Context: an optimization exercise on an open-source flow, tuned for small area and a short achievable clock period. The choices shown serve that exercise and are no tape-out recipe.
Only simulation tests tie the RTL to the original design; equivalence was not proved.
Power and IR drop assume default switching activity.

File: config.mk
export PLATFORM = sky130hd
export DESIGN_NAME = node_rf_top
export DESIGN_NICKNAME = node_rf_top
export VERILOG_FILES = /design/flow/design.v
export SDC_FILE = /design/flow/constraint.sdc
export NUM_CORES = 4
export LEC_CHECK = 0
export ABC_AREA = 1
export CAP_MARGIN = 20
export CELL_PAD_IN_SITES_DETAIL_PLACEMENT = 1
export CELL_PAD_IN_SITES_GLOBAL_PLACEMENT = 2
export CORE_MARGIN = 2
export CORE_UTILIZATION = 25
export GPL_ROUTABILITY_DRIVEN = 1
export PLACE_DENSITY = 0.35
export SLEW_MARGIN = 20
File: constraint.sdc
create_clock -name core_clock -period 10.0 [get_ports {clk}]
set_input_delay 2.0000 -clock core_clock [delete_from_list [all_inputs] [get_ports {clk}]]
set_output_delay 2.0000 -clock core_clock [all_outputs]
set_load 0.01 [all_outputs]
File: design.v
module node_rf_wr_arbiter #(
    parameter int NUM_WR   = 4,
    parameter int ADDR_W   = 5,
    parameter int WEIGHT_W = 7
) (
    input  logic [NUM_WR-1:0]          elig,
    input  logic [NUM_WR*ADDR_W-1:0]   addr,
    input  logic [NUM_WR*WEIGHT_W-1:0] weight,
    input  logic                       relax,
    output logic [NUM_WR-1:0]          win
);
    always_comb begin
        win = '0;
        for (int p = 0; p < NUM_WR; p++) begin
            win[p] = elig[p];
            for (int q = 0; q < NUM_WR; q++) begin
                if (q != p && elig[q] &&
                    addr[q*ADDR_W +: ADDR_W] == addr[p*ADDR_W +: ADDR_W]) begin
                    if (relax) begin
                        if (weight[q*WEIGHT_W +: WEIGHT_W] < weight[p*WEIGHT_W +: WEIGHT_W] ||
                            (weight[q*WEIGHT_W +: WEIGHT_W] == weight[p*WEIGHT_W +: WEIGHT_W] && q < p))
                            win[p] = 1'b0;
                    end else if (q < p) begin
                        win[p] = 1'b0;
                    end
                end
            end
        end
    end
endmodule
module node_weight_rf #(
    parameter int NUM_NODES  = 32,
    parameter int ADDR_W     = 5,
    parameter int NUM_RD     = 4,
    parameter int NUM_WR     = 4,
    parameter int INIT_LANES = 4
) (
    input  logic                       clk,
    input  logic                       rst,
    input  logic                       init_start,
    input  logic [ADDR_W-1:0]          init_src,
    output logic                       init_busy,
    output logic                       init_done,
    input  logic [NUM_RD*ADDR_W-1:0]   rd_addr,
    output logic [NUM_RD*7-1:0]        rd_weight,
    output logic [NUM_RD*5-1:0]        rd_pred,
    input  logic [NUM_WR-1:0]          wr_en,
    input  logic [NUM_WR*ADDR_W-1:0]   wr_addr,
    input  logic [NUM_WR*12-1:0]       wr_data,
    input  logic                       wr_relax,
    input  logic                       mark_en,
    input  logic [ADDR_W-1:0]          mark_addr,
    output logic [NUM_RD-1:0]          rd_visited,
    output logic [NUM_WR-1:0]          wr_ack,
    output logic                       any_update
);
    localparam int WEIGHT_W = 7;
    localparam int PRED_W   = 5;
    localparam int MEM_W    = WEIGHT_W + PRED_W;
    localparam logic [WEIGHT_W-1:0] INF = {WEIGHT_W{1'b1}};
    localparam logic IDLE  = 1'b0;
    localparam logic SWEEP = 1'b1;
    localparam int SWEEP_CYCLES = NUM_NODES / INIT_LANES;
    localparam int CNT_W        = $clog2(SWEEP_CYCLES) + 1;
    localparam int IDX_W        = (NUM_NODES > 1) ? $clog2(NUM_NODES) : 1;
    localparam logic [CNT_W-1:0] LAST_CNT = SWEEP_CYCLES - 1;
    logic state_q, state_d;
    logic [CNT_W-1:0] cnt_q, cnt_d;
    logic done_q, done_d;
    logic sweep_last;
    logic [MEM_W-1:0] mem_q [NUM_NODES];
    logic [MEM_W-1:0] mem_d [NUM_NODES];
    logic [NUM_NODES-1:0] vis_q, vis_d;
    logic [NUM_RD*WEIGHT_W-1:0] rd_weight_q, rd_weight_d;
    logic [NUM_RD*PRED_W-1:0]   rd_pred_q, rd_pred_d;
    logic [NUM_RD-1:0]          rd_vis_q, rd_vis_d;
    logic [NUM_WR-1:0]          ack_q, ack_d;
    logic                       any_q, any_d;
    logic [NUM_WR-1:0]          wr_elig, wr_win, wr_commit;
    logic [NUM_WR*WEIGHT_W-1:0] wr_weight;
    always_ff @(posedge clk) begin
        if (!rst) state_q <= IDLE;
        else      state_q <= state_d;
    end
    always_comb begin
        state_d = state_q;
        cnt_d   = '0;
        done_d  = 1'b0;
        case (state_q)
            IDLE:  if (init_start) state_d = SWEEP;
            SWEEP: begin
                cnt_d = cnt_q + 1'b1;
                if (sweep_last) begin
                    state_d = IDLE;
                    cnt_d   = '0;
                    done_d  = 1'b1;
                end
            end
            default: state_d = IDLE;
        endcase
    end
    always_comb begin
        init_busy  = (state_q == SWEEP);
        init_done  = done_q;
        sweep_last = (state_q == SWEEP) && (cnt_q == LAST_CNT);
    end
    always_comb begin
        logic [ADDR_W-1:0] wa;
        wr_elig   = '0;
        wr_weight = '0;
        for (int p = 0; p < NUM_WR; p++) begin
            wa = wr_addr[p*ADDR_W +: ADDR_W];
            wr_weight[p*WEIGHT_W +: WEIGHT_W] = wr_data[p*MEM_W + PRED_W +: WEIGHT_W];
            wr_elig[p] = wr_en[p] && (32'(wa) < NUM_NODES) && (state_q == IDLE);
            if (wr_relax && vis_q[wa[IDX_W-1:0]]) wr_elig[p] = 1'b0;
        end
    end
    node_rf_wr_arbiter #(
        .NUM_WR   (NUM_WR),
        .ADDR_W   (ADDR_W),
        .WEIGHT_W (WEIGHT_W)
    ) u_arb (
        .elig   (wr_elig),
        .addr   (wr_addr),
        .weight (wr_weight),
        .relax  (wr_relax),
        .win    (wr_win)
    );
    always_comb begin
        logic [IDX_W-1:0] idx;
        wr_commit = '0;
        for (int p = 0; p < NUM_WR; p++) begin
            idx = wr_addr[p*ADDR_W +: IDX_W];
            wr_commit[p] = wr_win[p] &&
                (!wr_relax || (wr_weight[p*WEIGHT_W +: WEIGHT_W] < mem_q[idx][PRED_W +: WEIGHT_W]));
        end
        ack_d = wr_commit;
        any_d = |wr_commit;
    end
    always_comb begin
        logic [IDX_W-1:0] idx;
        for (int n = 0; n < NUM_NODES; n++) mem_d[n] = mem_q[n];
        vis_d = vis_q;
        if (state_q == SWEEP) begin
            for (int n = 0; n < NUM_NODES; n++) begin
                if (32'(cnt_q) == 32'(n / INIT_LANES)) begin
                    mem_d[n] = {INF, PRED_W'(n)};
                    vis_d[n] = 1'b0;
                end
            end
            if (sweep_last && (32'(init_src) < NUM_NODES))
                mem_d[init_src[IDX_W-1:0]] = {{WEIGHT_W{1'b0}}, PRED_W'(init_src)};
        end
        for (int p = 0; p < NUM_WR; p++) begin
            idx = wr_addr[p*ADDR_W +: IDX_W];
            if (wr_commit[p])
                mem_d[idx] = wr_data[p*MEM_W +: MEM_W];
        end
        if (mark_en && (32'(mark_addr) < NUM_NODES)) vis_d[mark_addr[IDX_W-1:0]] = 1'b1;
    end
    always_comb begin
        logic [ADDR_W-1:0] ra;
        logic [MEM_W-1:0] e;
        rd_weight_d = '0;
        rd_pred_d   = '0;
        rd_vis_d    = '0;
        for (int r = 0; r < NUM_RD; r++) begin
            ra = rd_addr[r*ADDR_W +: ADDR_W];
            e  = {INF, {PRED_W{1'b0}}};
            if (32'(ra) < NUM_NODES) begin
                e = mem_d[ra[IDX_W-1:0]];
                rd_vis_d[r] = vis_d[ra[IDX_W-1:0]];
            end
            rd_weight_d[r*WEIGHT_W +: WEIGHT_W] = e[PRED_W +: WEIGHT_W];
            rd_pred_d[r*PRED_W +: PRED_W]       = e[PRED_W-1:0];
        end
    end
    always_ff @(posedge clk) begin
        if (!rst) begin
            cnt_q       <= '0;
            done_q      <= 1'b0;
            vis_q       <= '0;
            rd_weight_q <= '0;
            rd_pred_q   <= '0;
            rd_vis_q    <= '0;
            ack_q       <= '0;
            any_q       <= 1'b0;
            for (int n = 0; n < NUM_NODES; n++) mem_q[n] <= {INF, {PRED_W{1'b0}}};
        end else begin
            cnt_q       <= cnt_d;
            done_q      <= done_d;
            vis_q       <= vis_d;
            rd_weight_q <= rd_weight_d;
            rd_pred_q   <= rd_pred_d;
            rd_vis_q    <= rd_vis_d;
            ack_q       <= ack_d;
            any_q       <= any_d;
            for (int n = 0; n < NUM_NODES; n++) mem_q[n] <= mem_d[n];
        end
    end
    assign rd_weight  = rd_weight_q;
    assign rd_pred    = rd_pred_q;
    assign wr_ack     = ack_q;
    assign any_update = any_q;
    assign rd_visited = rd_vis_q;
endmodule
module node_rf_top (
    input  logic        clk,
    input  logic        rst,
    input  logic        init_start,
    input  logic [5:0]  init_src,
    output logic        init_busy,
    output logic        init_done,
    input  logic [23:0] rd_addr,
    output logic [27:0] rd_weight,
    output logic [19:0] rd_pred,
    input  logic [3:0]  wr_en,
    input  logic [23:0] wr_addr,
    input  logic [47:0] wr_data,
    input  logic        wr_relax,
    input  logic        mark_en,
    input  logic [5:0]  mark_addr,
    output logic [3:0]  rd_visited,
    output logic [3:0]  wr_ack,
    output logic        any_update
);
    node_weight_rf #(
        .NUM_NODES  (16),
        .ADDR_W     (6),
        .NUM_RD     (4),
        .NUM_WR     (4),
        .INIT_LANES (4)
    ) u_rf (
        .clk        (clk),
        .rst        (rst),
        .init_start (init_start),
        .init_src   (init_src),
        .init_busy  (init_busy),
        .init_done  (init_done),
        .rd_addr    (rd_addr),
        .rd_weight  (rd_weight),
        .rd_pred    (rd_pred),
        .wr_en      (wr_en),
        .wr_addr    (wr_addr),
        .wr_data    (wr_data),
        .wr_relax   (wr_relax),
        .mark_en    (mark_en),
        .mark_addr  (mark_addr),
        .rd_visited (rd_visited),
        .wr_ack     (wr_ack),
        .any_update (any_update)
    );
endmodule
File: run.sh
#!/bin/bash
# synth_recipe.tcl (not shown) runs the flow's synth.tcl, then flattens the netlist and writes it again
# the make line also repeats each setting of config.mk as NAME=value (left out here)
make -C /OpenROAD-flow-scripts/flow DESIGN_CONFIG=/design/flow/config.mk WORK_HOME=/design/flow/orfs CLKGATE_MAP_FILE= SYNTH_SCRIPT=/design/flow/synth_recipe.tcl finish
==> results.cfg <==
[status]
status = timing/DRC/antenna clean

[grt]
grt_overflow = 0
antenna_found_initial = 19
grt_max_degree = 82
grt_pass1_wl_um = 428000
grt_usage_pct = 44.5
grt_pass1_vias = 47800

[critical_path]
cpMostUsedCell = nand2_1
path_delay_family = simple AND/OR/NAND/NOR gates
worstSetupStartpointType = input pin
slowest_delay_ns = 0.91
worst_setup_path_end_kind = register
crit_required_ns = 10.59
cp_num_buf_inv = 4
path_max_fanout = 17
worst_ep_arrival_time_ns = 9.08
path_class = input pin to register
cpMaxStageDelayCell = a2111oi_0

[clock_tree]
clock_tree.root_cell = clkbuf_16
clock_latency_ns = 0.67
cts_sinks = 270
cts_setup_buffers = 0
hold_buffers = 0
clk_path_buf_depth = 3
cts_inserted_buffers = 44
htree_num_levels = 2
cts_tree = yes
ctsResizeCount = 0
clk_transition_reported_paths_ns = 0.07

[min_path]
hp-class = register to register

[power_and_ir_drop]
clock_power_share_pct = 42.5
p_comb_share_pct = 30.6
swShare_pct = 41.9
switching_power_mw = 1.77
p_seq_share_pct = 26.9
p_per_area_mw_per_mm2 = 104
internal-power_mw = 2.46
leakage_nw = 21.2
peakVddDrop_uv = 118

[timing]
clock_skew_ns = 0.0483
fin_crit_sh_pct = 84.9
layout_min_cycle_time_ns = 8.49
setup_violations = 0
setup_tns_ns = 0
hold_viol_final = 0
maxSlewHeadroom_pct = 13.1
worst-slew-pin-transition_ns = 1.30
rsz0062_at_grt = false
max_freq_mhz = 118
drv_slew = 0

[routing]
wl_per_cell_um = 37.5
firstDrtPassIters = 8
wirelength_um = 323000
vias = 51000
vias_per_cell = 5.92
drt_iter0_drc = 7125
drc = 0
ant_nets = 0

[finish]
multiInputGateArea_mm2 = 0.0236
seq_area_mm2 = 0.00541
final_common_cell = nand2_1
layout_common_cells = nand2_1, nand3_1, inv_1, nor2_1, buf_4
finalNonFillerCells = 8613
area_growth_syn_to_layout_pct = 18.7
fin_nets = 6980
drive_above_1_share_pct = 8.24
design_area_mm2 = 0.0405
n_fill_cell = 18300

[yosys]
synth.net_count = 6815
yosysTopAreaCellShare_pct = 24.5
synth_area_mm2 = 0.0341
synth_top_area_cell = nand2_1
synth_cell_types = 51
ys_async_sr_fraction_pct = 0
synth_edf_count = 0
synth_ff_type = dfxtp_1
ys_top_cells_by_area = nand2_1, dfxtp_1, nand3_1
avgSynthCellArea_um2 = 5.15
synth-seq-cells = 270
synthCells = 6623
yosysSeqAreaShare_pct = 15.8
ys_warn_count = 4

[placement]
placed_cells = 8522
place.gp.congestion = 1.03
io_buffer_count = 175
dp.final_hpwl_um = 252000
post_dp_cell_area_mm2 = 0.0389

[floorplan]
start_util_pct = 25.2
design.die.area_mm2 = 0.140
core_mm2 = 0.135
pin_count = 176
chipWidth_um = 374
die_h_um = 374
rows = 135

[flow_run]
maxCapViolations = 0
==> worst paths after layout <==
| kind | slack [ns] | to | from | depth (start not counted) |
|---|---|---|---|---|
| worst max-delay path | 1.51 | u_rf.rd_pred_q[0]$_SDFF_PN0_ | wr_addr[19] | 26 |
| worst min-delay path | 0.48 | u_rf.cnt_q[0]$_SDFF_PP0_ | u_rf.cnt_q[0]$_SDFF_PP0_ | 1 |
| worst max register to register | 3.61 | u_rf.rd_pred_q[0]$_SDFF_PN0_ | u_rf.mem_q[15][7]$_SDFF_PN1_ | 21 |
| worst min register to register | 0.48 | u_rf.cnt_q[0]$_SDFF_PP0_ | u_rf.cnt_q[0]$_SDFF_PP0_ | 1 |
==> power by group through the flow <==
stage	clock (mW)	sequential [mW]	combinational, mW
final	1.80	1.14	1.29
after global routing	1.83	1.14	1.33
after CTS	1.81	1.13	1.23
after detailed placement	0	1.16	1.23
after global placement	0	1.16	1.23
after floorplan	0	1.14	0.576
==> cells by family after synthesis <==
kind of cell	count (synthesis)	synth area share, %
compound gates	804	13.6
fa+ha+maj	75	2.75
buf+inv	1347	15.7
simple gates	4109	51.7
xor+xnor	18	0.462
flops	270	15.8
==> stage by stage <==
stage / util, % / worst slack (ns) / power (mW) / hold WS [ns]
after floorplan: - / 4.42 / 1.72 / 0.433
after global placement: 28.7 / 0.960 / 2.39 / 0.456
after detailed placement: 28.7 / 1.11 / 2.38 / 0.468
after CTS: 29.9 / 1.76 / 4.17 / 0.484
after global routing: 29.9 / 1.43 / 4.30 / 0.506
final: 29.9 / 1.51 / 4.23 / 0.484
==> layout make-up <==
cell class	instances	share of cell area (%)
Multi-Input combinational cell	5006	58.1
Inverter	1006	9.33
Antenna cell	10	0.0617
Clock inverter	21	0.793
Timing Repair Buffer	460	9.76
Sequential cell	270	13.3
Clock buffer	59	3.08
Tap cell	1781	5.50
==> registers in the layout (all words and copies together) (netlist names) <==
| name | count |
|---|---|
| u_rf.state_q | 1 |
| u_rf.cnt_q | 3 |
| u_rf.mem_q | 192 |
| u_rf.rd_weight_q | 28 |
| u_rf.ack_q | 4 |
| u_rf.rd_pred_q | 20 |
| u_rf.any_q | 1 |
| u_rf.vis_q | 16 |
| u_rf.done_q | 1 |
| u_rf.rd_vis_q | 4 |
==> synth_stat cells, types with 30 or more instances <==
cell      count
nand3_1    1047
ha_1         75
nand2_1    2226
o21ai_1      77
buf_2       106
nand4_1     202
nor2_1      524
o211ai_1     34
o22ai_1     140
dfxtp_1     270
a21oi_1     182
clkinv_1     30
inv_1       924
inv_2        51
o21ai_0     271
a221oi_1     33
clkbuf_1    188
==> metal layers <==
| layer | up-vias | share of wire (%) | track usage (%) |
|---|---|---|---|
| met1 | 25300 | 43 | 60.5 |
| met4 | 12 | 5.6 | 21.5 |
| met5 | - | 0.023 | 0 |
| met2 | 3225 | 40 | 62.7 |
| met3 | 679 | 12 | 14.4 |
| li1 | 21700 | - | - |

[static timing again, ports no longer ideal]
How much do the figures lean on ideal ports? The routed layout below was timed once more, with nothing changed but the port constraints.
Step 1 assumes that a clkbuf_16 drives the clock port and a buf_2 every other input.
Step 2, shift: input delay + t, output delay - t, t = (earliest + latest rising clock arrival at the registers) / 2. This alone moves slack from input paths to output paths.
Slacks: no drivers / after step 1 / after step 2; pairs: no drivers / after step 1.
shift t [ns]: 0.730
slack for setup (ns): 1.509 / 1.549 / 0.819
hold WS [ns]: 0.484 / 0.484 / 0.484
slew at the worst register clock pin (ns): 0.08 / 0.08
worst data-port slew with drivers (ns): 0.10
After both steps setup and hold are still met in this run. The setup slack of this run moves by +0.040 ns with the drivers and by -0.690 ns with both steps.
